This design comes from an exercise in tuning for small area and a short achievable clock period on the open sky130 flow, not from production work.
Only simulation tests tie the RTL to the original design; equivalence was not proved.
Power figures rest on the tool's default switching activity, not on a simulated workload.

==> flow/design.v (excerpt) <==
module apb_acc_top (
  input  wire logic         i_clk,
  input  wire logic         i_reset,
  input  wire logic [11:0]  i_paddr,
  input  wire logic [31:0]  i_pwdata,
  input  wire logic         i_pwrite,
  input  wire logic         i_psel,
  input  wire logic         i_penable,
  output logic      [31:0]  o_prdata,
  output logic              o_pready,
  output logic              o_pslverr
);
Settings: LEC_CHECK=0, CAP_MARGIN=20, CORE_MARGIN=2, CORE_UTILIZATION=40, CTS_BUF_LIST=sky130_fd_sc_hd__clkbuf_4 sky130_fd_sc_hd__clkbuf_8, SETUP_SLACK_MARGIN=4.2, SLEW_MARGIN=20, SYNTH_HIERARCHICAL=1, TNS_END_PERCENT=20; clock period 7.0 ns.
run.sh (not shown) runs the stock make flow with config.mk's settings and CLKGATE_MAP_FILE= SYNTH_SCRIPT=/design/flow/synth_recipe.tcl, a recipe that flattens the netlist after the stock synthesis.
Change:
--- a/flow/design.v
+++ b/flow/design.v
@@ -198,31 +198,22 @@
     half = low ? {x[5:0], 1'b0} : x[11:5];
   endfunction
   always_ff @(posedge i_clk)
   begin
     for (int k = 1; k < 8; k++)
     begin
-      logic [6:0] bh;
-      logic [6:0] bl;
+      logic [6:0] b;
       logic       en;
-      logic [2:0] nh, oh, th, nl, ol, tl;
-      bh = half(dly_n[k-1], 1'b0);
-      bl = half(dly_n[k-1], 1'b1);
+      b  = half(dly_n[k-1], i_setup);
       en = (4'(k) < i_ntaps_n) & live_n[k-1];
       for (int d = 0; d < 3; d++)
       begin
-        nh[d] = en & bh[2*d+2];
-        oh[d] = en & (bh[2*d+1] ^ bh[2*d]);
-        th[d] = en & ((bh[2*d+2] & ~bh[2*d+1] & ~bh[2*d]) | (~bh[2*d+2] & bh[2*d+1] & bh[2*d]));
-        nl[d] = en & bl[2*d+2];
-        ol[d] = en & (bl[2*d+1] ^ bl[2*d]);
-        tl[d] = en & ((bl[2*d+2] & ~bl[2*d+1] & ~bl[2*d]) | (~bl[2*d+2] & bl[2*d+1] & bl[2*d]));
+        ng_q[k][d] <= en & b[2*d+2];
+        on_q[k][d] <= en & (b[2*d+1] ^ b[2*d]);
+        tw_q[k][d] <= en & ((b[2*d+2] & ~b[2*d+1] & ~b[2*d]) | (~b[2*d+2] & b[2*d+1] & b[2*d]));
       end
-      ng_q[k] <= i_setup ? nl : nh;
-      on_q[k] <= i_setup ? ol : oh;
-      tw_q[k] <= i_setup ? tl : th;
     end
   end
   logic [5:0] b0;
   logic       n5;
   assign b0 = i_access ? i_pwdata[5:0] : i_pwdata[11:6];
   assign n5 = b0[5] & ~i_access;
Sequential power barely changes.
Register-to-register slack improves by 0.02 ns.
Final cell count goes down by 3.7%.
Routed wire length goes down by 0.91%.
Die area goes down by 0.54%.
Core utilization is about the same.
Cell area hardly moves.
Combinational power goes down by about 7%.
Sequential share of layout area goes up by 0.15 points.
Synthesized cell count goes down by 4.4%.
Clock-buffer cell count goes down by 1.
Total power goes down by 0.44%.
Critical path depth stays the same.

========
Another version of the RTL of apb_acc_top (not shown whole).
Size: ~4000 cells after synthesis, about 950 flip-flops, ~83 I/O pins.
export LEC_CHECK = 0
export CAP_MARGIN = 20
export CORE_MARGIN = 2
export CORE_UTILIZATION = 40
export SETUP_SLACK_MARGIN = 4.2
export SLEW_MARGIN = 20
export SYNTH_HIERARCHICAL = 1
create_clock -name core_clock -period 7.0 [get_ports {i_clk}]
The first run produced a clean layout.
Rerun with:
--- a/flow/design.v
+++ b/flow/design.v
@@ -24,18 +24,19 @@
   input  wire logic [2:0]   i_status_n      
 );
   logic [9:0]  word;
   logic        setup;
   logic        ntaps_ok;
   logic        acc_q;
   logic        we_in_q;
   logic        we_cfg_q;
   logic        we_nt_q;
+  logic        nt_ok_q;
   logic [7:0]  we_tap_q;
   logic        rd_out_q;
   logic [2:0]  cfg_q;
   logic [3:0]  ntaps_q;
   logic [11:0] tap_q [8];
   assign word  = i_paddr[11:2];
   assign setup = i_psel & ~i_penable;
   assign ntaps_ok = (i_pwdata[31:4] == '0) && (i_pwdata[3:0] != 4'd0) &&
                     (i_pwdata[3:0] <= 4'd8);
@@ -49,57 +50,58 @@
       we_nt_q  <= 1'b0;
       we_tap_q <= '0;
       rd_out_q <= 1'b0;
     end
     else
     begin
       acc_q    <= setup;
       we_in_q  <= setup & i_pwrite & (word == 10'd1);
       we_cfg_q <= setup & i_pwrite & (word == 10'd3);
-      we_nt_q  <= setup & i_pwrite & (word == 10'd6) & ntaps_ok;
+      we_nt_q  <= setup & i_pwrite & (word == 10'd6);
       for (int k = 0; k < 8; k++)
         we_tap_q[k] <= setup & i_pwrite & (word == 10'(7 + k));
       rd_out_q <= setup & ~i_pwrite & (word == 10'd2);
     end
   end
+  always_ff @(posedge i_clk)
+    nt_ok_q <= ntaps_ok;
   always_ff @(posedge i_clk or posedge i_reset)
   begin
     if (i_reset)
     begin
       cfg_q   <= '0;
       ntaps_q <= 4'd8;
       for (int k = 0; k < 8; k++)
         tap_q[k] <= '0;
     end
     else
     begin
       if (we_cfg_q)
         cfg_q <= i_pwdata[2:0];
-      if (we_nt_q)
+      if (we_nt_q & nt_ok_q)
         ntaps_q <= i_pwdata[3:0];
       for (int k = 0; k < 8; k++)
         if (we_tap_q[k])
           tap_q[k] <= i_pwdata[11:0];
     end
   end
   always_comb
     for (int k = 0; k < 8; k++)
       o_taps[12*k +: 12] = tap_q[k];
-  assign o_ntaps_n      = we_nt_q ? i_pwdata[3:0] : ntaps_q;
+  assign o_ntaps_n      = (we_nt_q & nt_ok_q) ? i_pwdata[3:0] : ntaps_q;
   assign o_setup        = setup;
   assign o_access       = acc_q;
   assign o_sample_wr    = we_in_q;
   assign o_filter_clear = cfg_q[0];
   assign o_pop          = rd_out_q;
   assign o_fifo_clear   = cfg_q[1];
   assign o_fifo_en      = cfg_q[2];
   logic [31:0] rd_d;
-  logic [31:0] rd_q;
   logic [26:0] rd_lo;
   logic        hit_out;
   logic        miss;
   always_comb
   begin
     rd_lo = '1;
     case (word[3:0])
       4'd3:    rd_lo = {24'd0, cfg_q};
       4'd5:    rd_lo = {24'd0, i_status_n};
@@ -120,21 +122,22 @@
   always_comb
   begin
     if (hit_out & i_bypass)
       rd_d = {{5{i_data[26]}}, i_data};
     else if (hit_out)
       rd_d = i_head_n;
     else
       rd_d = {{5{rd_lo[26] | miss}}, rd_lo | {27{miss}}};
   end
+  logic [28:0] rd_q;
   always_ff @(posedge i_clk)
-    rd_q <= rd_d;
-  assign o_prdata = rd_q;
+    rd_q <= rd_d[28:0];
+  assign o_prdata = {rd_q[28], rd_q[28:27], rd_q[27:26], rd_q[26:0]};
 endmodule
 `default_nettype wire
 `timescale 1ns/100ps
 `default_nettype none
 module fir_filter (
   input  wire logic        i_clk,
   input  wire logic        i_reset,
   input  wire logic [95:0] i_taps,          
   input  wire logic [3:0]  i_ntaps_n,       
@@ -142,36 +145,45 @@
   input  wire logic        i_setup,         
   input  wire logic        i_access,        
   input  wire logic        i_sample_wr,     
   input  wire logic        i_filter_clear,
   output logic             o_push,          
   output logic      [26:0] o_data
 );
   logic [11:0] dly   [7];
   logic [11:0] dly_n [7];
+  logic [6:0]  live;
+  logic [6:0]  live_n;
   always_comb
   begin
     for (int k = 0; k < 7; k++)
-      if (i_filter_clear)
-        dly_n[k] = '0;
-      else if (i_sample_wr)
+      if (i_sample_wr & ~i_filter_clear)
         dly_n[k] = (k == 0) ? i_pwdata : dly[k-1];
       else
         dly_n[k] = dly[k];
+    if (i_filter_clear)
+      live_n = '0;
+    else if (i_sample_wr)
+      live_n = {live[5:0], 1'b1};
+    else
+      live_n = live;
+  end
+  always_ff @(posedge i_clk)
+  begin
+    for (int k = 0; k < 7; k++)
+      dly[k] <= dly_n[k];
   end
   always_ff @(posedge i_clk or posedge i_reset)
   begin
     if (i_reset)
-      for (int k = 0; k < 7; k++)
-        dly[k] <= '0;
+      live <= '0;
     else
-      for (int k = 0; k < 7; k++)
-        dly[k] <= dly_n[k];
+      live <= live_n;
   end
   logic [1:0] vld;
   always_ff @(posedge i_clk or posedge i_reset)
   begin
     if (i_reset)
       vld <= '0;
     else
       vld <= {vld[0], i_sample_wr & ~i_filter_clear};
   end
@@ -186,19 +198,19 @@
     half = low ? {x[5:0], 1'b0} : x[11:5];
   endfunction
   always_ff @(posedge i_clk)
   begin
     for (int k = 1; k < 8; k++)
     begin
       logic [6:0] b;
       logic       en;
       b  = half(dly_n[k-1], i_setup);
-      en = (4'(k) < i_ntaps_n);
+      en = (4'(k) < i_ntaps_n) & live_n[k-1];
       for (int d = 0; d < 3; d++)
       begin
         ng_q[k][d] <= en & b[2*d+2];
         on_q[k][d] <= en & (b[2*d+1] ^ b[2*d]);
         tw_q[k][d] <= en & ((b[2*d+2] & ~b[2*d+1] & ~b[2*d]) | (~b[2*d+2] & b[2*d+1] & b[2*d]));
       end
     end
   end
   logic [5:0] b0;
Non-clock buffer count came out higher by 56.
Core utilization went up by 0.97 points.
Sequential cell count came out higher by 5.
Clock-buffer cell count drops by 1.
Die area decreases slightly.
Routed wire length came out higher by a few percent.
Final area goes up slightly.

-- what the ideal ports hide --
Ports are ideal in the flow. The routed layouts listed here were re-timed in OpenROAD.
Step 1 (the two cells are an assumption about what drives the block):
set clk [get_ports {i_clk}]
set_driving_cell -lib_cell sky130_fd_sc_hd__clkbuf_16 $clk
set_driving_cell -lib_cell sky130_fd_sc_hd__buf_2 [delete_from_list [all_inputs] $clk]
Step 2 moves the port delays by t, midway between the first and last clock arrival at a register: inputs arrive t later, outputs are due t later. That takes back most of the time a late clock gives input paths.
a / b / c = ideal ports / drivers / drivers and shift; a / b = the first two.
run | t, ns | slack for setup (ns) | worst setup path at the end | latest minus earliest clock arrival (ns)
the first run of note 1 | 0.907 | 3.920 / 3.920 / 3.184 | input to register | 0.059 / 0.058
the second run of note 1 | 0.904 | 3.915 / 3.936 / 3.062 | input to register | 0.056 / 0.056
the first run of note 2 | 0.762 | 3.592 / 3.592 / 3.315 | input to register | 0.060 / 0.060
the second run of note 2 | 0.748 | 3.567 / 3.567 / 3.454 | input to register | 0.062 / 0.061
After both steps setup and hold are still met in every run listed. The setup slack of the second run of note 1, which loses most, moves by +0.021 ns with the drivers and by -0.853 ns with both steps.
